Context: an optimization exercise on an open-source flow, tuned for small area and a short achievable clock period. The choices shown serve that exercise and are no tape-out recipe. The RTL was checked by simulation tests, not by an equivalence proof against the original design. Power and IR drop assume default switching activity.

== run A ==
## fb_combiner_n
module fb_combiner_n
#(
    parameter int N_CH      = 4,
    parameter int DATA_W    = 15,
    parameter int COEF_W    = 18,
    parameter int FRAC_BITS = 14,
    parameter int OUT_W     = 13,
    parameter int CNT_W     = 8
) (
    input  logic                     clk,
    input  logic                     rst_n,
    input  logic                     trig,
    input  logic [N_CH*DATA_W-1:0]   data_in,
    input  logic [N_CH*COEF_W-1:0]   coef,
    input  logic [N_CH-1:0]          ch_en,
    input  logic [1:0]               mode,
    input  logic [OUT_W-1:0]         const_dac,
    input  logic [2:0]               no_bunches,
    input  logic [3:0]               no_samples,
    input  logic [CNT_W-1:0]         sample_spacing,
    input  logic [CNT_W-1:0]         start_delay,
    input  logic                     sat_clr,
    output logic [OUT_W-1:0]         fb_sgnl,
    output logic                     dac_cond,
    output logic                     busy,
    output logic                     sat_flag
);
Size: roughly 3100 cells after synthesis, roughly 510 flip-flops.
Settings: LEC_CHECK=0, ABC_CLOCK_PERIOD_IN_PS=2000, CAP_MARGIN=20, CORE_MARGIN=2, CORE_UTILIZATION=60, CTS_CLUSTER_DIAMETER=80, CTS_CLUSTER_SIZE=24, SLEW_MARGIN=20, SYNTH_HIERARCHICAL=1, SYNTH_MINIMUM_KEEP_SIZE=0; clock period 9.0 ns.
standard.sh (not shown) runs the stock make flow with config.mk's settings and CLKGATE_MAP_FILE= SYNTH_SCRIPT=/design/flow/synth_recipe.tcl, a recipe that flattens the netlist after the stock synthesis.
==> flow/flow/run.sh <==
#!/bin/bash
set -euo pipefail
bash standard.sh SETUP_SLACK_MARGIN=6.15 "BUFFER_PORTS_ARGS=-buffer_cell sky130_fd_sc_hd__buf_1" \
  "CTS_ARGS=-sink_clustering_enable -repair_clock_nets -sink_clustering_size 24 -sink_clustering_max_diameter 80 -dont_use_dummy_load" \
  finish > flow_make.log 2>&1
Run A went all the way through synthesis, placement and routing and the layout is clean on timing, DRC and antenna.
Input-level comparison between run B and run A:
-- flow/flow/run.sh --
<<< run A, line 3
bash standard.sh SETUP_SLACK_MARGIN=6.15 "BUFFER_PORTS_ARGS=-buffer_cell sky130_fd_sc_hd__buf_1" \
>>> run B, line 3
bash standard.sh SETUP_SLACK_MARGIN=6.08 "BUFFER_PORTS_ARGS=-buffer_cell sky130_fd_sc_hd__buf_1" \
Notes after the runs:
The higher share of the core filled with cells of run B and run A is in run A. Sort run B and run A by total wirelength of the detailed-routed design, descending, and run A comes first. Max total power across run B and run A: run A. Run B has clock skew below what run A had. For sequential cell area share, run A and run B come out practically identical. The run with more setup slack is run B; run A has less. Against run A, starting DRC count in detailed routing in run B rose by more than 10%. Run B against run A: final-layout clock buffer total dropped 1, fmax held steady, fraction of met1 tracks used by global routing went down by 0.59 points. Combinational power: run B vs run A — no meaningful difference.
The following lists how run C was set up differently from run B:
==> flow/flow/run.sh <==
#!/bin/bash
set -euo pipefail
bash standard.sh SETUP_SLACK_MARGIN=6.15 "BUFFER_PORTS_ARGS=-buffer_cell sky130_fd_sc_hd__buf_1" finish > flow_make.log 2>&1
--- outcome ---
Final cell count delta for run C relative to run B: 25 higher
Critical path depth: run C vs run B identical
Reported for run B and run C, synthesized cell count turned out identical to the last digit.
Run C against run B: post-placement worst setup slack +41 ps; proportion of layout cells with a drive suffix above 1 +1.3 points; sequential cell count of the final layout ~0 delta.
Looking at time the worst path needs with I/O delays and setup, run C sits 8.5 ps higher than run B does.
Run C ends up with a combinational fraction of design power that is 1.2 points lower than in run B.

========
Setup of trial 98:
Starting RTL as in the previous note.
Settings: LEC_CHECK=0, ABC_CLOCK_PERIOD_IN_PS=2000, CAP_MARGIN=20, CORE_MARGIN=2, CORE_UTILIZATION=70, CTS_CLUSTER_DIAMETER=80, CTS_CLUSTER_SIZE=24, SLEW_MARGIN=20, SYNTH_HIERARCHICAL=1, SYNTH_MINIMUM_KEEP_SIZE=0; clock period 9.0 ns.
==> flow/flow/run.sh <==
#!/bin/bash
set -euo pipefail
bash standard.sh SETUP_SLACK_MARGIN=6.08 "BUFFER_PORTS_ARGS=-buffer_cell sky130_fd_sc_hd__buf_1" \
  "CTS_ARGS=-sink_clustering_enable -repair_clock_nets -sink_clustering_size 24 -sink_clustering_max_diameter 80 -dont_use_dummy_load" \
  finish > flow_make.log 2>&1
[inputs] trial 89 vs trial 98
# trial 98
export LEC_CHECK = 0
export ABC_CLOCK_PERIOD_IN_PS = 2000
export CAP_MARGIN = 20
export CORE_MARGIN = 2
export CORE_UTILIZATION = 70
export CTS_CLUSTER_DIAMETER = 80
export CTS_CLUSTER_SIZE = 24
export SLEW_MARGIN = 20
export SYNTH_HIERARCHICAL = 1
export SYNTH_MINIMUM_KEEP_SIZE = 0
create_clock -name core_clock -period 9.0 [get_ports {clk}]
# trial 89
export LEC_CHECK = 0
export ABC_CLOCK_PERIOD_IN_PS = 2000
export CAP_MARGIN = 20
export CORE_MARGIN = 2
export CORE_UTILIZATION = 60
export CTS_CLUSTER_DIAMETER = 80
export CTS_CLUSTER_SIZE = 24
export SETUP_SLACK_MARGIN = 5
export SLEW_MARGIN = 20
export SYNTH_HIERARCHICAL = 1
export SYNTH_MINIMUM_KEEP_SIZE = 0
create_clock -name core_clock -period 9.0 [get_ports {clk}]
==> flow/run.sh (new file) <==
#!/bin/bash
# synth_recipe.tcl (not shown) runs the flow's synth.tcl, then flattens the netlist and writes it again
# the make line also repeats each setting of config.mk as NAME=value (left out here)
make -C /OpenROAD-flow-scripts/flow DESIGN_CONFIG=/design/flow/config.mk WORK_HOME=/design/flow/orfs CLKGATE_MAP_FILE= SYNTH_SCRIPT=/design/flow/synth_recipe.tcl finish
removed: flow/flow/run.sh
removed: flow/standard.sh
Notes after the runs:
Between trial 98 and trial 89, the flow reports count of clock-buffer cells in the layout increasing by more than 10%.
Going from trial 98 to trial 89, post-route total power shows an increase of 1.6%; smallest setup slack after layout down 0.65 ns; die area rose 0.0087 sq mm.
Trial 89 ends up with higher final area than trial 98 does.
Net switching share of the total power: trial 89 vs trial 98 down 0.65 points

## separate check: timing with driven ports
The results above use ideal ports. As a check the final layouts listed here were re-extracted and re-timed, cells and wires unchanged.
Step 1: set_driving_cell puts a clkbuf_16 on clk and a buf_2 on each other input, an assumption about the parent block.
Step 2 moves the port delays by t, midway between the first and last clock arrival at a register: inputs arrive t later, outputs are due t later. That takes back most of the time a late clock gives input paths.
Slacks: no drivers / after step 1 / after step 2; pairs: no drivers / after step 1.
| run | shift t [ns] | setup slack, ns | worst setup path at the end | worst data-port slew with drivers (ns) | pins driven straight from the clock port |
|---|---|---|---|---|---|
| run A | 0.680 | 6.061 / 5.996 / 5.460 | input to register | 0.06 | 1 |
| run B | 0.675 | 6.065 / 6.001 / 5.499 | input to register | 0.06 | 1 |
| run C | 0.696 | 6.057 / 5.991 / 5.469 | input to register | 0.06 | 1 |
| trial 98 | 0.666 | 6.075 / 6.012 / 5.521 | input to register | 0.05 | 1 |
| trial 89 | 0.683 | 5.426 / 5.466 / 4.782 | input to register | 0.06 | 1 |
After both steps every run listed still meets setup and hold. For trial 89, which loses most, drivers alone change the setup slack by +0.040 ns; drivers and shift together by -0.644 ns.
